Context: an optimization exercise on an open-source flow, tuned for small area and a short achievable clock period. The choices shown serve that exercise and are no tape-out recipe.
Function was checked by simulation only, so behaviour that the tests miss may differ from the original.

==> flow/design.v (outline; a module is shown in full before it is edited, if it fits) <==
// module mul_pipe_unit: 1135 lines
module mul_pipe_unit #(
   parameter int WIDTH   = 32,
   parameter int LATENCY = 4
) (
   input  logic               clk,
   input  logic               rst,
   input  logic               start,
   input  logic               is_signed,
   input  logic [WIDTH-1:0]   a,
   input  logic [WIDTH-1:0]   b,
   input  logic               flush,
   output logic               busy,
   output logic               done,
   output logic [2*WIDTH-1:0] result,
   output logic [1:0]         dbg_state
);
  // ...
==> flow/flow/run.sh <==
#!/bin/bash
# Own layout flow: the standard flow, with these changes.
#  1. After the standard synthesis, flow/faflip.py re-chooses the polarity of each full-adder cell
#     (FA(~a,~b,~c) = ~FA(a,b,c)) so that most of the inverters Yosys's extract_fa leaves between
#     adders go away. Registers and all other cells are untouched.
#  2. Ports are buffered with sky130_fd_sc_hd__buf_1 instead of the flow's default pick.
#  3. Up to CTS, repair_timing aims 6.6 ns beyond the clock period on the worst path only (no TNS
#     repair); routing and the steps after it run with the standard margin.
# Each step's output goes to a log file of its own here; ORFS's own logs are under orfs/logs.
set -euo pipefail
R=orfs/results/sky130hd/mul_pipe_unit/base
PORTS="BUFFER_PORTS_ARGS=-buffer_cell sky130_fd_sc_hd__buf_1"
bash standard.sh synth > log_synth.txt 2>&1
python3 flow/faflip.py $R/1_2_yosys.v $R/1_2_yosys.faflip.v > log_faflip.txt 2>&1
cp $R/1_2_yosys.v $R/1_2_yosys.orig.v
mv $R/1_2_yosys.faflip.v $R/1_2_yosys.v
rm -f $R/1_synth.odb
touch $R/1_2_yosys.v
bash standard.sh "$PORTS" SETUP_SLACK_MARGIN=6.6 TNS_END_PERCENT=0 cts > log_cts.txt 2>&1
bash standard.sh "$PORTS" finish > log_finish.txt 2>&1
==> flow/flow/faflip.py <==
#!/usr/bin/env python3
"""Re-choose the polarity of full-adder cells in a Yosys netlist to drop inverters.

A full adder with all three inputs inverted gives both outputs inverted:
FA(~a,~b,~c) = (~sum, ~cout). Yosys's extract_fa often picks the inverted form, which leaves an
inv_1 between most pairs of adders. This pass looks through inv_1 cells, picks for each fa cell
whether to flip it so that the fewest inverters remain, and writes the netlist back with one
inverter per signal that some pin still needs in the other polarity. Flip-flops, ports and all
other cells are left as they are.

usage: faflip.py IN.v OUT.v
"""
import re
import sys

INV = "sky130_fd_sc_hd__inv_1"
FA_PREFIX = "sky130_fd_sc_hd__fa_"
OUT_PINS = {"X", "Y", "Q", "Q_N", "SUM", "COUT", "HI", "LO"}

src = open(sys.argv[1]).read()
m = re.search(r"^(module\s.*?;\n)(.*?)^endmodule", src, re.S | re.M)
head, body = m.group(1), m.group(2)
pre, post = src[: m.start()], src[m.end():]

# split body into declarations, cells and assigns
cell_re = re.compile(r"^\s*(sky130_fd_sc_hd__\w+)\s+(\S+)\s*\((.*?)\);\s*$", re.S | re.M)
decl_lines = []
cells = []
assigns = []
pos = 0
for cm in cell_re.finditer(body):
    chunk = body[pos:cm.start()]
    for ln in chunk.splitlines():
        if ln.strip().startswith("assign"):
            assigns.append(ln)
        elif ln.strip():
            decl_lines.append(ln)
    pins = [(p, s.strip()) for p, s in re.findall(r"\.(\w+)\(([^()]*)\)", cm.group(3))]
    cells.append([cm.group(1), cm.group(2), pins])
    pos = cm.end()
for ln in body[pos:].splitlines():
    if ln.strip().startswith("assign"):
        assigns.append(ln)
    elif ln.strip():
        decl_lines.append(ln)

ports = set()
for ln in head.split("(", 1)[1].split(")")[0].split(","):
    ports.add(ln.strip())


def base_name(net):
    n = net.strip()
    if n.startswith("\\"):
        n = n.split()[0]
    return re.sub(r"\[\d+\]$", "", n.lstrip("\\"))


assign_nets = set()
for a in assigns:
    for tok in re.findall(r"\\\S+|[A-Za-z_][\w$]*(?:\s*\[\d+\])?", a):
        assign_nets.add(base_name(tok))

fixed_net = lambda n: base_name(n) in ports or base_name(n) in assign_nets

# inverters we may absorb: inv_1 whose output is an internal net
inv_of = {}     # output net -> input net
inv_cells = set()
for i, (t, n, pins) in enumerate(cells):
    if t == INV:
        d = dict(pins)
        if not fixed_net(d["Y"]):
            inv_of[d["Y"]] = d["A"]
            inv_cells.add(i)


def resolve(net):
    """(base net, polarity) of a net, looking through absorbable inverters."""
    q = 0
    seen = 0
    while net in inv_of and seen < 8:
        net = inv_of[net]
        q ^= 1
        seen += 1
    return net, q


# drivers of base nets
driver = {}
for i, (t, n, pins) in enumerate(cells):
    if i in inv_cells:
        continue
    for p, s in pins:
        if p in OUT_PINS:
            driver[s] = (i, p)

fa_idx = [i for i, c in enumerate(cells) if c[0].startswith(FA_PREFIX)]
# an fa may flip only if none of its output nets is a port or used by an assign
can_flip = {}
for i in fa_idx:
    d = dict(cells[i][2])
    can_flip[i] = not any(fixed_net(d[p]) for p in ("SUM", "COUT") if p in d)

flip = {i: 0 for i in fa_idx}

# consumer pins: (cell index, pin, base, q0)
uses = {}
for i, (t, n, pins) in enumerate(cells):
    if i in inv_cells:
        continue
    for p, s in pins:
        if p in OUT_PINS:
            continue
        b, q = resolve(s)
        uses.setdefault(b, []).append((i, p, q))
# nets used by assigns or ports (outputs) need their own polarity
for b in list(inv_of.keys()):
    pass


def phys_pol(b):
    dv = driver.get(b)
    if dv and dv[0] in flip:
        return flip[dv[0]]
    return 0


def need(b):
    """(needs true copy, needs inverted copy) relative to the physical net of b."""
    pp = phys_pol(b)
    t = f = False
    for (i, p, q) in uses.get(b, []):
        want = q ^ (flip[i] if i in flip else 0)
        if want == pp:
            t = True
        else:
            f = True
    return t, f


def cost_of(b):
    t, f = need(b)
    return 1 if f else 0


def local_nets(i):
    d = dict(cells[i][2])
    nets = set()
    for p in ("A", "B", "CIN"):
        nets.add(resolve(d[p])[0])
    for p in ("SUM", "COUT"):
        if p in d:
            nets.add(d[p])
    return nets


total0 = sum(cost_of(b) for b in set(uses))
improved = True
rounds = 0
while improved and rounds < 20:
    improved = False
    rounds += 1
    for i in fa_idx:
        if not can_flip[i]:
            continue
        nets = local_nets(i)
        before = sum(cost_of(b) for b in nets)
        flip[i] ^= 1
        after = sum(cost_of(b) for b in nets)
        if after < before:
            improved = True
        else:
            flip[i] ^= 1
total1 = sum(cost_of(b) for b in set(uses))
sys.stderr.write(f"faflip: {len(inv_cells)} absorbable inverters, signals needing an inverter "
                 f"{total0} -> {total1}, flipped {sum(flip.values())} of {len(fa_idx)} adders\n")

# rebuild
new_decl = []
counter = [0]


def fresh(prefix):
    counter[0] += 1
    name = f"_faflip_{prefix}{counter[0]}_"
    new_decl.append(f"  wire {name};")
    return name


inv_net = {}   # base -> net carrying the complement of its physical net
phys_net = {}  # base -> physical net name (renamed when the driver flips)
for b in set(uses) | set(driver):
    phys_net[b] = b
for i in fa_idx:
    if flip[i]:
        d = dict(cells[i][2])
        for p in ("SUM", "COUT"):
            if p in d:
                phys_net[d[p]] = fresh("p")

new_cells = []
for b in sorted(set(uses)):
    t, f = need(b)
    if f:
        nm = fresh("n")
        inv_net[b] = nm
        new_cells.append((INV, f"_faflip_inv{counter[0]}_", [("A", phys_net[b]), ("Y", nm)]))

out_cells = []
for i, (t, n, pins) in enumerate(cells):
    if i in inv_cells:
        continue
    newpins = []
    for p, s in pins:
        if p in OUT_PINS:
            newpins.append((p, phys_net.get(s, s)))
            continue
        b, q = resolve(s)
        want = q ^ (flip[i] if i in flip else 0)
        if want == phys_pol(b):
            newpins.append((p, phys_net[b]))
        else:
            newpins.append((p, inv_net[b]))
    out_cells.append((t, n, newpins))
out_cells.extend(new_cells)

# a flipped adder's old output net may still be a consumer-free name: if some pin wanted the
# true value of a flipped signal it now reads the inverter, so the old name is simply unused.
lines = [head]
lines.extend(decl_lines)
lines.extend(new_decl)
for t, n, pins in out_cells:
    pl = ",\n".join(f"    .{p}({s}{' ' if s.startswith(chr(92)) else ''})" for p, s in pins)
    lines.append(f"  {t} {n} (\n{pl}\n  );")
lines.extend(assigns)
open(sys.argv[2], "w").write(pre + "\n".join(lines) + "\nendmodule" + post)
==> flow/standard.sh <==
#!/bin/bash
# synth_recipe.tcl (not shown) runs the flow's synth.tcl, then flattens the netlist and writes it again
# the make line also repeats each setting of config.mk as NAME=value (left out here)
make -C /OpenROAD-flow-scripts/flow DESIGN_CONFIG=/design/flow/config.mk WORK_HOME=/design/flow/orfs CLKGATE_MAP_FILE= SYNTH_SCRIPT=/design/flow/synth_recipe.tcl "${@:-finish}"
==> flow/config.mk <==
export PLATFORM = sky130hd
export DESIGN_NAME = mul_pipe_unit
export DESIGN_NICKNAME = mul_pipe_unit
export VERILOG_FILES = /design/flow/design.v
export SDC_FILE = /design/flow/constraint.sdc
export NUM_CORES = 4
export LEC_CHECK = 0
export CAP_MARGIN = 20
export CORE_MARGIN = 2
export CORE_UTILIZATION = 55
export SLEW_MARGIN = 20
==> flow/constraint.sdc <==
create_clock -name core_clock -period 11.0 [get_ports {clk}]
set_input_delay 2.2000 -clock core_clock [delete_from_list [all_inputs] [get_ports {clk}]]
set_output_delay 2.2000 -clock core_clock [all_outputs]
set_load 0.01 [all_outputs]
==> impl_metrics.toml, run 1 <==
[critical_path]
ff2ff_path_depth = 13
cp-start-kind = "register"
cp-end-kind = "primary output"
regToRegStartpoint = "sel_neg[4]$_DFF_P_"
slowest_stage = "a2111o_1"

[sta]
fin_skew_ps = 15.60
drv_slew = 0
setup_viol = 0

[drt]
wire_per_inst_um = 21.37
wl_met3_mm = 2.967
wl_met2_mm = 20.14

[cts]
cts_buffers = 17
cts_tree = "done"
holdBufCountCts = 0
cts_sinks = 192
post_cts_buffers = 1

[cells_and_area]
fillCellCount = 2682
design_area_um2 = 17510
multi_input_area_share_pct = 63.31
nClkBuffers = 17
drive_gt1_share_pct = 6.246
seqCellArea_um2 = 4183
top_register = "result_r"
syn2layout_area_growth_pct = 6.385
n_all_inverters = 115
reg_top3 = "result_r: 64 flops, a_r: 33 flops, acc: 33 flops"
buffers = 160
final_util_pct = 59.24
clk_share_pct = 3.572

[run_status]
status = "no timing/DRC/antenna violations"

[global_routing]
grt_pass1_vias = 12370
busiest_layer = "met2"
grtUsageTotal_pct = 29.53

[die]
core_area_um2 = 29560
tapCellCount = 390

[synthesis]
yosysWarnings = 1

[min_path]
min_path_type = "register to register"
min_from = "result_r[23]$_SDFFE_PN0P_"

[placed_design]
hpwl_mm = 31.54
gp_congestion = 0.8788

[run]
drv_cap = 0
==> inputs of run 2 (changes only) <==
--- a/flow/flow/run.sh
+++ b/flow/flow/run.sh
@@ -2,7 +2,8 @@
 # Own layout flow: the standard flow, with these changes.
 #  1. After the standard synthesis, flow/faflip.py re-chooses the polarity of each full-adder cell
 #     (FA(~a,~b,~c) = ~FA(a,b,c)) so that most of the inverters Yosys's extract_fa leaves between
-#     adders go away. Registers and all other cells are untouched.
+#     adders go away; it also looks through the larger inverters and reuses them as inverted
+#     copies. Registers and all other cells are untouched.
 #  2. Ports are buffered with sky130_fd_sc_hd__buf_1 instead of the flow's default pick.
 #  3. Up to CTS, repair_timing aims 6.6 ns beyond the clock period on the worst path only (no TNS
 #     repair); routing and the steps after it run with the standard margin.
--- a/flow/flow/faflip.py
+++ b/flow/flow/faflip.py
@@ -63,15 +63,22 @@
 
 fixed_net = lambda n: base_name(n) in ports or base_name(n) in assign_nets
 
-# inverters we may absorb: inv_1 whose output is an internal net
+# inverters we may absorb: inv_1 whose output is an internal net. Larger inverters stay (they
+# were sized for their fanout) but are looked through too, and can serve as a signal's inverted copy.
+INV_RE = re.compile(r"sky130_fd_sc_hd__(clk)?inv_\d+$")
 inv_of = {}     # output net -> input net
 inv_cells = set()
-for i, (t, n, pins) in enumerate(cells):
-    if t == INV:
+kept_inv = set()
+for i, (t, n, pins) in enumerate(cells):
+    if INV_RE.match(t):
         d = dict(pins)
-        if not fixed_net(d["Y"]):
-            inv_of[d["Y"]] = d["A"]
+        if fixed_net(d["Y"]):
+            continue
+        inv_of[d["Y"]] = d["A"]
+        if t == INV:
             inv_cells.add(i)
+        else:
+            kept_inv.add(i)
 
 
 def resolve(net):
@@ -88,7 +95,7 @@
 # drivers of base nets
 driver = {}
 for i, (t, n, pins) in enumerate(cells):
-    if i in inv_cells:
+    if i in inv_cells or i in kept_inv:
         continue
     for p, s in pins:
         if p in OUT_PINS:
@@ -199,9 +206,19 @@
                 phys_net[d[p]] = fresh("p")
 
 new_cells = []
+# a kept inverter whose input reads the physical net of b already gives b's inverted copy
+kept_copy = {}
+for i in sorted(kept_inv):
+    d = dict(cells[i][2])
+    b, q = resolve(d["A"])
+    if q == phys_pol(b) and b not in kept_copy:
+        kept_copy[b] = d["Y"]
 for b in sorted(set(uses)):
     t, f = need(b)
     if f:
+        if b in kept_copy:
+            inv_net[b] = kept_copy[b]
+            continue
         nm = fresh("n")
         inv_net[b] = nm
         new_cells.append((INV, f"_faflip_inv{counter[0]}_", [("A", phys_net[b]), ("Y", nm)]))
@@ -214,6 +231,9 @@
     for p, s in pins:
         if p in OUT_PINS:
             newpins.append((p, phys_net.get(s, s)))
+            continue
+        if i in kept_inv and kept_copy.get(resolve(s)[0]) == dict(pins)["Y"]:
+            newpins.append((p, phys_net[resolve(s)[0]]))
             continue
         b, q = resolve(s)
         want = q ^ (flip[i] if i in flip else 0)
==> run 2 against run 1 <==
Against the previous run: utilization grew 0.093 points; still clean on timing, DRC and antenna; critical path type unchanged; non-clock buffer count down 2; setup slack improved by 23 ps.
==> impl_metrics.toml, run 2 <==
[run_status]
status = "no timing/DRC/antenna violations"

[cells_and_area]
num-nets-final = 2010
largest_reg_flops = 64
final_util_pct = 59.34
drive_gt1_share_pct = 6.198
layoutNonFillerInstCount = 2086
top_register = "result_r"
final_common_cell = "xnor2_1"
fillCellCount = 2620
mostFrequentLayoutCells = "xnor2_1, a22oi_1, fa_1, dfxtp_1, buf_1"
reg_top3 = "result_r: 64 flops, a_r: 33 flops, acc: 33 flops"
multiInputGateArea_um2 = 11100
syn2layout_area_growth_pct = 6.576
seqCellArea_um2 = 4185

[cts]
clk-insertion-delay-late_ps = 470
clock_path_buffers = 2
htreeDepth = 4
cts_buffers = 17
cts_sinks = 192
post_cts_buffers = 0
cts_tree = "done"
cts.clk_slew.worst_paths_ps = 90
clockRootBuffer = "clkbuf_16"

[min_path]
min_path_type = "register to register"

[critical_path]
cp-start-kind = "register"
critPathKind = "register to primary output"
crit_top_cell = "ha_4"
slowest_stage = "a2111o_1"
rrSetupSlack_ps = 6360
crit_buf_inv = 1
crit_required_ps = 8800
critPathMaxStageDelay_ps = 500
crit_cells = 8
cp-end-kind = "primary output"
critical_path.max_fanout = 4
cpLargestDelayFamily = "compound AO/OA/AOI/OAI gates"
startpoint = "result_r[36]$_SDFFE_PN0P_"
path_cells = "ha_4, ha_4, nand4_1, a2111o_1, a21oi_2, o2111ai_1, xnor2_1, buf_2"
r2r-end = "rc[0]$_SDFFE_PN0P_"
ff2ff_path_depth = 13
regToRegStartpoint = "sel_neg[4]$_DFF_P_"
critPathArrivalTime_ps = 2460
endpoint = "result[60]"

[die]
die-area_um2 = 31320
initial_utilization_pct = 55.67
die_w_um = 177.0
die_h_um = 177.0
core.rowCount = 63
core_area_um2 = 29560
io_pins = 137

[placed_design]
place_inst = 2052
post-place-ws_ps = 6336
gp_congestion = 0.8808
io_buffers = 135
hpwl_mm = 31.43

[global_routing]
grtUsageTotal_pct = 29.75
grt-ovfl-total = 0
grt_max_degree = 88
antenna_found_initial = 3
grt_pass1_vias = 12280
grt_pass1_wl_mm = 70.90

[sta]
fmax_ghz = 0.2147
setup_viol = 0
fin_ws_ps = 6341
fin_setup_tns_ps = 0
hold_viol = 0
drv_slew = 0
slew_headroom_pct = 36.43
period_minus_slack_ps = 4659
grt_setup_unrepaired = "no"
fin_skew_ps = 22.70
worstMarginPinSlew_ps = 953.5
period_share_pct = 42.35

[synthesis]
syn_inst = 1683
netlist_area_um2 = 16460
yosysWarnings = 1
avgSynthCellArea_um2 = 9.778
syn_nets = 2012

[drt]
drtPass1Iterations = 6
drt_iter0_markers = 1484
routed_wl_mm = 45.09
drc = 0
postRouteAntennaNets = 0
wire_per_inst_um = 21.62
avgViaCountPerCell = 5.889
vias = 12280

[run]
drv_cap = 0
run 2: changes by cell type in the layout (fill, tap and decap cells not counted), sizes merged:
cell	delta
inv	+1
clkinv	-2
buf	-2
diode	+2
run 2: metrics by stage:
stage          hold slack, ps  area (um^2)
4_1_cts                 454.3        17530
5_1_grt                 476.9        17530
3_5_place_dp            440.9        16800
3_3_place_gp            435.7        16800
6_report                453.2        17540
2_1_floorplan           428.4        16460
run 2: layer usage:
layer  vias to the layer above  track usage [%]  share of wire, %
met1                      6049            44.42                47
met5                         -                0                 0
met2                       505            44.80                44
li1                       5676                -                 -
met4                         0            6.577               1.5
met3                        54            5.627               7.6
run 2: layout make-up:
type                            instances  share of cell area [%]
Clock buffer                           17                   2.425
Sequential cell                       192                   23.86
Inverter                              114                   2.440
Multi-Input combinational cell       1198                   63.28
Timing Repair Buffer                  158                   3.888
Antenna cell                            2                 0.02853
Clock inverter                         15                   1.291
Tap cell                              390                   2.782
run 2: how the worst min path moves through the flow:
stage / startpoint / depth (start not counted) / slack [ps] / to
final: bl[12]$_DFF_P_ / 2 / 450 / result_r[12]$_SDFFE_PN0P_
after global routing: result_r[21]$_SDFFE_PN0P_ / 2 / 480 / result_r[21]$_SDFFE_PN0P_
after CTS: bl[12]$_DFF_P_ / 2 / 450 / result_r[12]$_SDFFE_PN0P_
after detailed placement: bl[17]$_DFF_P_ / 2 / 440 / result_r[17]$_SDFFE_PN0P_
after global placement: bl[19]$_DFF_P_ / 2 / 440 / result_r[19]$_SDFFE_PN0P_
after floorplan: bl[12]$_DFF_P_ / 2 / 430 / result_r[12]$_SDFFE_PN0P_
run 2: timing repair:
item	4_1_cts	5_1_grt
resized for setup	17	0
endpoints found under the setup margin	57	0
hold buffers	0	0
run 2: tightest hold or removal path, cell delays in order (launching register included):
cell and delay (ps):
dfxtp_1 310, nand2_1 50, a21oi_1 50
==> inputs of run 3 (changes only) <==
--- a/flow/flow/run.sh
+++ b/flow/flow/run.sh
@@ -3,7 +3,7 @@
 #  1. After the standard synthesis, flow/faflip.py re-chooses the polarity of each full-adder cell
 #     (FA(~a,~b,~c) = ~FA(a,b,c)) so that most of the inverters Yosys's extract_fa leaves between
 #     adders go away; it also looks through the larger inverters and reuses them as inverted
-#     copies. Registers and all other cells are untouched.
+#     copies, and folds inverters into the xor2/xnor2 gates that feed them. Registers are untouched.
 #  2. Ports are buffered with sky130_fd_sc_hd__buf_1 instead of the flow's default pick.
 #  3. Up to CTS, repair_timing aims 6.6 ns beyond the clock period on the worst path only (no TNS
 #     repair); routing and the steps after it run with the standard margin.
--- a/flow/flow/faflip.py
+++ b/flow/flow/faflip.py
@@ -5,8 +5,10 @@
 FA(~a,~b,~c) = (~sum, ~cout). Yosys's extract_fa often picks the inverted form, which leaves an
 inv_1 between most pairs of adders. This pass looks through inv_1 cells, picks for each fa cell
 whether to flip it so that the fewest inverters remain, and writes the netlist back with one
-inverter per signal that some pin still needs in the other polarity. Flip-flops, ports and all
-other cells are left as they are.
+inverter per signal that some pin still needs in the other polarity. Larger inverters are looked
+through as well and reused as a signal's inverted copy, and an inverter fed only by an xor2/xnor2
+is absorbed by swapping that gate for its complement. Flip-flops, ports and all other cells are
+left as they are.
 
 usage: faflip.py IN.v OUT.v
 """
@@ -162,22 +164,42 @@
 
 
 total0 = sum(cost_of(b) for b in set(uses))
-improved = True
-rounds = 0
-while improved and rounds < 20:
-    improved = False
-    rounds += 1
+
+
+def greedy():
+    improved = True
+    rounds = 0
+    while improved and rounds < 20:
+        improved = False
+        rounds += 1
+        for i in fa_idx:
+            if not can_flip[i]:
+                continue
+            nets = local_nets(i)
+            before = sum(cost_of(b) for b in nets)
+            flip[i] ^= 1
+            after = sum(cost_of(b) for b in nets)
+            if after < before:
+                improved = True
+            else:
+                flip[i] ^= 1
+
+
+import random
+rng = random.Random(1)
+greedy()
+best = (sum(cost_of(b) for b in set(uses)), dict(flip))
+for trial in range(40):
+    # perturb the best assignment a little and descend again
     for i in fa_idx:
-        if not can_flip[i]:
-            continue
-        nets = local_nets(i)
-        before = sum(cost_of(b) for b in nets)
-        flip[i] ^= 1
-        after = sum(cost_of(b) for b in nets)
-        if after < before:
-            improved = True
-        else:
+        flip[i] = best[1][i]
+        if can_flip[i] and rng.random() < 0.15:
             flip[i] ^= 1
+    greedy()
+    c = sum(cost_of(b) for b in set(uses))
+    if c < best[0]:
+        best = (c, dict(flip))
+flip.update(best[1])
 total1 = sum(cost_of(b) for b in set(uses))
 sys.stderr.write(f"faflip: {len(inv_cells)} absorbable inverters, signals needing an inverter "
                  f"{total0} -> {total1}, flipped {sum(flip.values())} of {len(fa_idx)} adders\n")
@@ -244,6 +266,37 @@
     out_cells.append((t, n, newpins))
 out_cells.extend(new_cells)
 
+# absorb an inverter into the xor2/xnor2 that alone feeds it: swap the gate for its complement
+SWAP = {"sky130_fd_sc_hd__xor2_1": ("sky130_fd_sc_hd__xnor2_1", "X", "Y"),
+        "sky130_fd_sc_hd__xnor2_1": ("sky130_fd_sc_hd__xor2_1", "Y", "X")}
+fanout = {}
+drv_at = {}
+for k, (t, n, pins) in enumerate(out_cells):
+    for p, s_ in pins:
+        if p in OUT_PINS:
+            drv_at[s_] = k
+        else:
+            fanout[s_] = fanout.get(s_, 0) + 1
+dead = set()
+swapped = 0
+for k, (t, n, pins) in enumerate(out_cells):
+    if t != INV:
+        continue
+    d = dict(pins)
+    a, y = d["A"], d["Y"]
+    j = drv_at.get(a)
+    if j is None or j in dead or fanout.get(a, 0) != 1 or fixed_net(a):
+        continue
+    tj, nj, pj = out_cells[j]
+    if tj not in SWAP:
+        continue
+    newt, op, np_ = SWAP[tj]
+    out_cells[j] = (newt, nj, [(np_ if p == op else p, y if p == op else s_) for p, s_ in pj])
+    dead.add(k)
+    swapped += 1
+out_cells = [c for k, c in enumerate(out_cells) if k not in dead]
+sys.stderr.write(f"faflip: absorbed {swapped} inverters into xor/xnor gates\n")
+
 # a flipped adder's old output net may still be a consumer-free name: if some pin wanted the
 # true value of a flipped signal it now reads the inverter, so the old name is simply unused.
 lines = [head]
==> run 3 against run 2 <==
Against the previous run: still clean on timing, DRC and antenna; design area shrank 0.86%; count of clock-buffer cells in the layout grew 2; register-to-register slack gained 40 ps; critical endpoint is now result[62]; highest routed layer unchanged.
==> impl_metrics.toml, run 3 <==
[die]
die-area_um2 = 31060
io_pins = 137
die_h_um = 176.2
initial_utilization_pct = 55.50
core_area_um2 = 29400
die_w_um = 176.2
core.rowCount = 63

[cts]
clockRootBuffer = "clkbuf_16"
cts_sinks = 192
clock_path_buffers = 2
cts.clk_slew.worst_paths_ps = 80
clk-insertion-delay-late_ps = 460
cts_buffers = 17
cts_tree = "done"
htreeDepth = 4
holdBufCountCts = 0

[drt]
drtPass1Iterations = 7
wire_per_inst_um = 21.76
avgViaCountPerCell = 5.927
routed_wl_mm = 44.57
drc = 0
drt_iter0_markers = 1101
vias = 12140
postRouteAntennaNets = 0

[critical_path]
cp-start-kind = "register"
startpoint = "rc[0]$_SDFFE_PN0P_"
critPathKind = "register to primary output"
critPathArrivalTime_ps = 2430
crit_required_ps = 8800
critical_path.max_fanout = 4
cp-end-kind = "primary output"
regToRegStartpoint = "sel_neg[4]$_DFF_P_"

[cells_and_area]
layoutNonFillerInstCount = 2048
mostFrequentLayoutCells = "xnor2_1, a22oi_1, fa_1, dfxtp_1, buf_1"
fillCellCount = 2624
largest_reg_flops = 64
antennaDiodeCount = 0
reg_top3 = "result_r: 64 flops, a_r: 33 flops, acc: 33 flops"
syn2layout_area_growth_pct = 6.556
num-nets-final = 1974
top_register = "result_r"
final_common_cell = "xnor2_1"
drive_gt1_share_pct = 6.574

[synthesis]
syn_nets = 1975
yosysWarnings = 1
syn_inst = 1646
netlist_area_um2 = 16320
avgSynthCellArea_um2 = 9.914

[placed_design]
io_buffers = 135
gp_congestion = 0.8496
place_inst = 2013
hpwl_mm = 31.07
post-place-ws_ps = 6381

[sta]
fin_ws_ps = 6373
drv_slew = 0
hold_ws_ps = 457.1
period_minus_slack_ps = 4627
fmax_ghz = 0.2161
fin_skew_ps = 21.14
worstMarginPinSlew_ps = 951.4
slew_headroom_pct = 36.57
period_share_pct = 42.06
grt_setup_unrepaired = "no"
hold_viol = 0
setup_viol = 0
fin_setup_tns_ps = 0

[min_path]
min_path_type = "register to register"
min_from = "result_r[15]$_SDFFE_PN0P_"

[global_routing]
grt_pass1_vias = 12300
antenna_found_initial = 1
grt-ovfl-total = 0
grt_max_degree = 88
grt_pass1_wl_mm = 70.76
grtUsageTotal_pct = 29.74

[run]
drv_cap = 0

[run_status]
status = "no timing/DRC/antenna violations"
[run 3: worst max-delay path, stage by stage, from the launching register on]
cell       delay (ps)
dfxtp_2           360
ha_4              150
ha_4              120
nand4_1           160
a2111o_1          500
a21oi_2           240
and4bb_2          250
o2bb2ai_1          60
buf_2             140
[run 3: path summary, 6_finish.rpt]
path                                                  end  slack [ps]  cells past startpoint
worst max-delay path                           result[62]        6370                      8
worst min-delay path            result_r[15]$_SDFFE_PN0P_         460                      2
worst max register to register         rc[0]$_SDFFE_PN0P_        6400                     13
worst min register to register  result_r[15]$_SDFFE_PN0P_         460                      2
[run 3: what timing repair did]
item	in CTS	in global routing
endpoints found under the setup margin	49	0
resized for setup	20	0
setup buffers	3	0
[run 3: stage by stage]
stage | util, % | cell area, um^2
floorplan | - | 16320
global placement | 56.62 | 16650
detailed placement | 56.62 | 16650
CTS | 59.14 | 17390
global route | 59.14 | 17390
finish | 59.14 | 17390
[run 3: area by class of cell]
type	instances	area [um^2]	area share, %
flip-flops and latches	192	4189	24.09
inverters	77	289.0	1.662
well taps	390	488.0	2.806
repair buffers	159	690.7	3.972
clock buffers	19	454.2	2.612
multi-input cells	1198	11100	63.85
clock inverters	13	175.2	1.007
[run 3: layer usage]
layer	global-route usage [%]	wire length, um
met5	0	0
met4	8.402	892
met3	6.072	3249
met2	43.92	19480
met1	44.22	20950
==> inputs of run 4 (changes only) <==
--- a/flow/flow/faflip.py
+++ b/flow/flow/faflip.py
@@ -5,10 +5,8 @@
 FA(~a,~b,~c) = (~sum, ~cout). Yosys's extract_fa often picks the inverted form, which leaves an
 inv_1 between most pairs of adders. This pass looks through inv_1 cells, picks for each fa cell
 whether to flip it so that the fewest inverters remain, and writes the netlist back with one
-inverter per signal that some pin still needs in the other polarity. Larger inverters are looked
-through as well and reused as a signal's inverted copy, and an inverter fed only by an xor2/xnor2
-is absorbed by swapping that gate for its complement. Flip-flops, ports and all other cells are
-left as they are.
+inverter per signal that some pin still needs in the other polarity. Flip-flops, ports and all
+other cells are left as they are.
 
 usage: faflip.py IN.v OUT.v
 """
@@ -68,17 +66,22 @@
 # inverters we may absorb: inv_1 whose output is an internal net. Larger inverters stay (they
 # were sized for their fanout) but are looked through too, and can serve as a signal's inverted copy.
 INV_RE = re.compile(r"sky130_fd_sc_hd__(clk)?inv_\d+$")
-inv_of = {}     # output net -> input net
+BUF_RE = re.compile(r"sky130_fd_sc_hd__(clk)?buf_\d+$")
+inv_of = {}     # output net -> (input net, inverts)
 inv_cells = set()
 kept_inv = set()
+kept_buf = set()
 for i, (t, n, pins) in enumerate(cells):
-    if INV_RE.match(t):
+    if INV_RE.match(t) or BUF_RE.match(t):
         d = dict(pins)
-        if fixed_net(d["Y"]):
+        y = d.get("Y", d.get("X"))
+        if fixed_net(y):
             continue
-        inv_of[d["Y"]] = d["A"]
+        inv_of[y] = (d["A"], 0 if BUF_RE.match(t) else 1)
         if t == INV:
             inv_cells.add(i)
+        elif BUF_RE.match(t):
+            kept_buf.add(i)
         else:
             kept_inv.add(i)
 
@@ -87,9 +90,9 @@
     """(base net, polarity) of a net, looking through absorbable inverters."""
     q = 0
     seen = 0
-    while net in inv_of and seen < 8:
-        net = inv_of[net]
-        q ^= 1
+    while net in inv_of and seen < 16:
+        net, v = inv_of[net]
+        q ^= v
         seen += 1
     return net, q
 
@@ -97,7 +100,7 @@
 # drivers of base nets
 driver = {}
 for i, (t, n, pins) in enumerate(cells):
-    if i in inv_cells or i in kept_inv:
+    if i in inv_cells or i in kept_inv or i in kept_buf:
         continue
     for p, s in pins:
         if p in OUT_PINS:
@@ -266,6 +269,26 @@
     out_cells.append((t, n, newpins))
 out_cells.extend(new_cells)
 
+# drop kept buffers and inverters that no longer drive anything
+while True:
+    used = set()
+    for t, n, pins in out_cells:
+        for p, s_ in pins:
+            if p not in OUT_PINS:
+                used.add(s_)
+    keep = []
+    removed = 0
+    for t, n, pins in out_cells:
+        if (INV_RE.match(t) or BUF_RE.match(t)) and t != INV or (t == INV and not n.startswith("_faflip_")):
+            y = dict(pins).get("Y", dict(pins).get("X"))
+            if y not in used and not fixed_net(y):
+                removed += 1
+                continue
+        keep.append((t, n, pins))
+    out_cells = keep
+    if not removed:
+        break
+
 # absorb an inverter into the xor2/xnor2 that alone feeds it: swap the gate for its complement
 SWAP = {"sky130_fd_sc_hd__xor2_1": ("sky130_fd_sc_hd__xnor2_1", "X", "Y"),
         "sky130_fd_sc_hd__xnor2_1": ("sky130_fd_sc_hd__xor2_1", "Y", "X")}
==> run 4 against run 3 <==
Against the previous run: critical path type unchanged; sequential cell count stayed put; first-iteration DRC count fell by 10%; final cell count is 0.63% lower.
==> impl_metrics.toml, run 4 <==
[run_status]
status = "no timing/DRC/antenna violations"

[global_routing]
antenna_found_initial = 0
grt-ovfl-total = 0
grtUsageMet2_pct = 50.80
busiest_layer = "met2"
use_met3_pct = 5.110
grtUsageMet1_pct = 38.86
grtUsageTotal_pct = 30.57
grt_max_degree = 77
grt_pass1_vias = 12680
grt_pass1_wl_mm = 71.39

[cells_and_area]
top_register = "result_r"
reg_top3 = "result_r: 64 flops, a_r: 33 flops, acc: 33 flops"
mostFrequentLayoutCells = "xnor2_1, a22oi_1, fa_1, dfxtp_1, buf_1"
num-nets-final = 1973
drive_gt1_share_pct = 6.518
syn2layout_area_growth_pct = 9.963
largest_reg_flops = 64
fillCellCount = 2384
final_common_cell = "xnor2_1"
antennaDiodeCount = 0
design_area_um2 = 17330

[drt]
vias = 12280
drc = 0
avgViaCountPerCell = 6.032
drt_iter0_markers = 989
routed_wl_mm = 44.68
wire_per_inst_um = 21.96
drtPass1Iterations = 6
postRouteAntennaNets = 0

[synthesis]
syn_nets = 1832
syn_inst = 1503
yosysWarnings = 1
avgSynthCellArea_um2 = 10.49
netlist_area_um2 = 15760

[placed_design]
place_area_um2 = 16630
gp_congestion = 0.8617
post-place-ws_ps = 6402
io_buffers = 135
hpwl_mm = 30.32

[min_path]
hold-path-endpoint = "result_r[15]$_SDFFE_PN0P_"
hold_depth = 2
min_from = "bl[15]$_DFF_P_"
min_path_type = "register to register"

[critical_path]
ff2ff_path_depth = 12
regToRegStartpoint = "sel_neg[4]$_DFF_P_"
r2r-end = "result_r[35]$_SDFFE_PN0P_"
critical_path.max_fanout = 4
critPathKind = "register to primary output"
crit_required_ps = 8800
cp-end-kind = "primary output"
cp-start-kind = "register"
slowest_stage = "a2bb2oi_1"
rrSetupSlack_ps = 6400
critPathArrivalTime_ps = 2550
crit_buf_inv = 1
cpLargestDelayFamily = "compound AO/OA/AOI/OAI gates"
path_cells = "ha_1, and4_1, a2bb2oi_1, a31oi_2, o31ai_1, xor2_1, buf_1"
critPathMaxStageDelay_ps = 360

[cts]
cts_tree = "done"
cts_buffers = 17
cts_sinks = 192
holdBufCountCts = 0
clock_path_buffers = 2
clk-insertion-delay-late_ps = 460
cts.clk_slew.worst_paths_ps = 80
htreeDepth = 4
clockRootBuffer = "clkbuf_16"

[sta]
period_minus_slack_ps = 4745
drv_slew = 0
slew_headroom_pct = 37.16
hold_viol = 0
setup_viol = 0
fin_skew_ps = 18.81
grt_setup_unrepaired = "no"
hold_ws_ps = 451.2
period_share_pct = 43.14
fmax_ghz = 0.2107
worstMarginPinSlew_ps = 942.6
fin_setup_tns_ps = 0
fin_ws_ps = 6255

[die]
core_area_um2 = 28010
die_h_um = 173.3
initial_utilization_pct = 56.27
die_w_um = 173.3
io_pins = 137
core.rowCount = 61
die-area_um2 = 30030

[run]
drv_cap = 0
[run 4: area by class of cell]
cell class	instances	area, um^2	area share, %
well taps	378	473.0	2.729
clock inverters	14	163.9	0.9457
flip-flops and latches	192	4187	24.16
inverters	75	281.5	1.624
multi-input cells	1198	11100	64.05
repair buffers	160	696.9	4.021
clock buffers	18	429.2	2.476
[run 4: per-layer routing]
layer / part of all wire [%] / up-vias
li1: - / 5593
met1: 40 / 6037
met2: 48 / 544
met3: 7.1 / 102
met4: 4.4 / 0
met5: 0 / -
[run 4: through the flow]
stage / util [%] / cells
after detailed placement: 59.36 / 1998
after global routing: 61.88 / 2035
after CTS: 61.88 / 2035
after floorplan: - / 1503
after global placement: 59.36 / 1998
final: 61.88 / 2035
[run 4: how the worst max path moves through the flow]
stage	startpoint	to	slack, ps	depth (start not counted)
after floorplan	sel_neg[0]$_DFF_P_	result_r[35]$_SDFFE_PN0P_	6330	10
after global placement	sel_one[0]$_DFF_P_	result_r[35]$_SDFFE_PN0P_	6050	11
after detailed placement	rc[0]$_SDFFE_PN0P_	result[60]	6400	8
after CTS	rc[0]$_SDFFE_PN0P_	result[60]	6270	8
after global routing	rc[3]$_SDFFE_PN0P_	result[61]	6020	7
final	rc[3]$_SDFFE_PN0P_	result[61]	6250	7
[run 4: tightest hold or removal path: cells and delay by family, from the launching register on]
family / cells / cell delay, ps
compound gates: 1 / 50
simple gates: 1 / 50
flops: 1 / 310
[run 4: repair_timing]
item,in CTS,in global routing
resized for setup,15,0
endpoints found under the setup margin,29,0
setup buffers,5,0

## afterwards: timing with drivers on the ports
In the flow no input, the clock included, has a driving cell. The finished layouts below were timed again as built, in two steps. Step 1, drivers: a clkbuf_16 drives clk and a buf_2 each remaining input, both assumed. Step 2 times the ports against the registers' clock, not the clock port: input delays grow and output delays shrink by t, the midpoint of the rising clock arrivals with the driver on. Three values: ideal ports, drivers, drivers and shift; two values: the first two.
| run | shift t [ns] | setup WS [ns] | latest minus earliest clock arrival (ns) | worst data-port slew with drivers (ns) |
|---|---|---|---|---|
| run 1 | 0.522 | 6.319 / 6.263 / 6.440 | 0.016 / 0.015 | 0.05 |
| run 2 | 0.512 | 6.341 / 6.286 / 6.361 | 0.023 / 0.023 | 0.07 |
| run 3 | 0.502 | 6.373 / 6.319 / 6.401 | 0.022 / 0.021 | 0.06 |
| run 4 | 0.498 | 6.255 / 6.203 / 6.402 | 0.018 / 0.019 | 0.06 |
After both steps setup and hold are still met in every run listed.
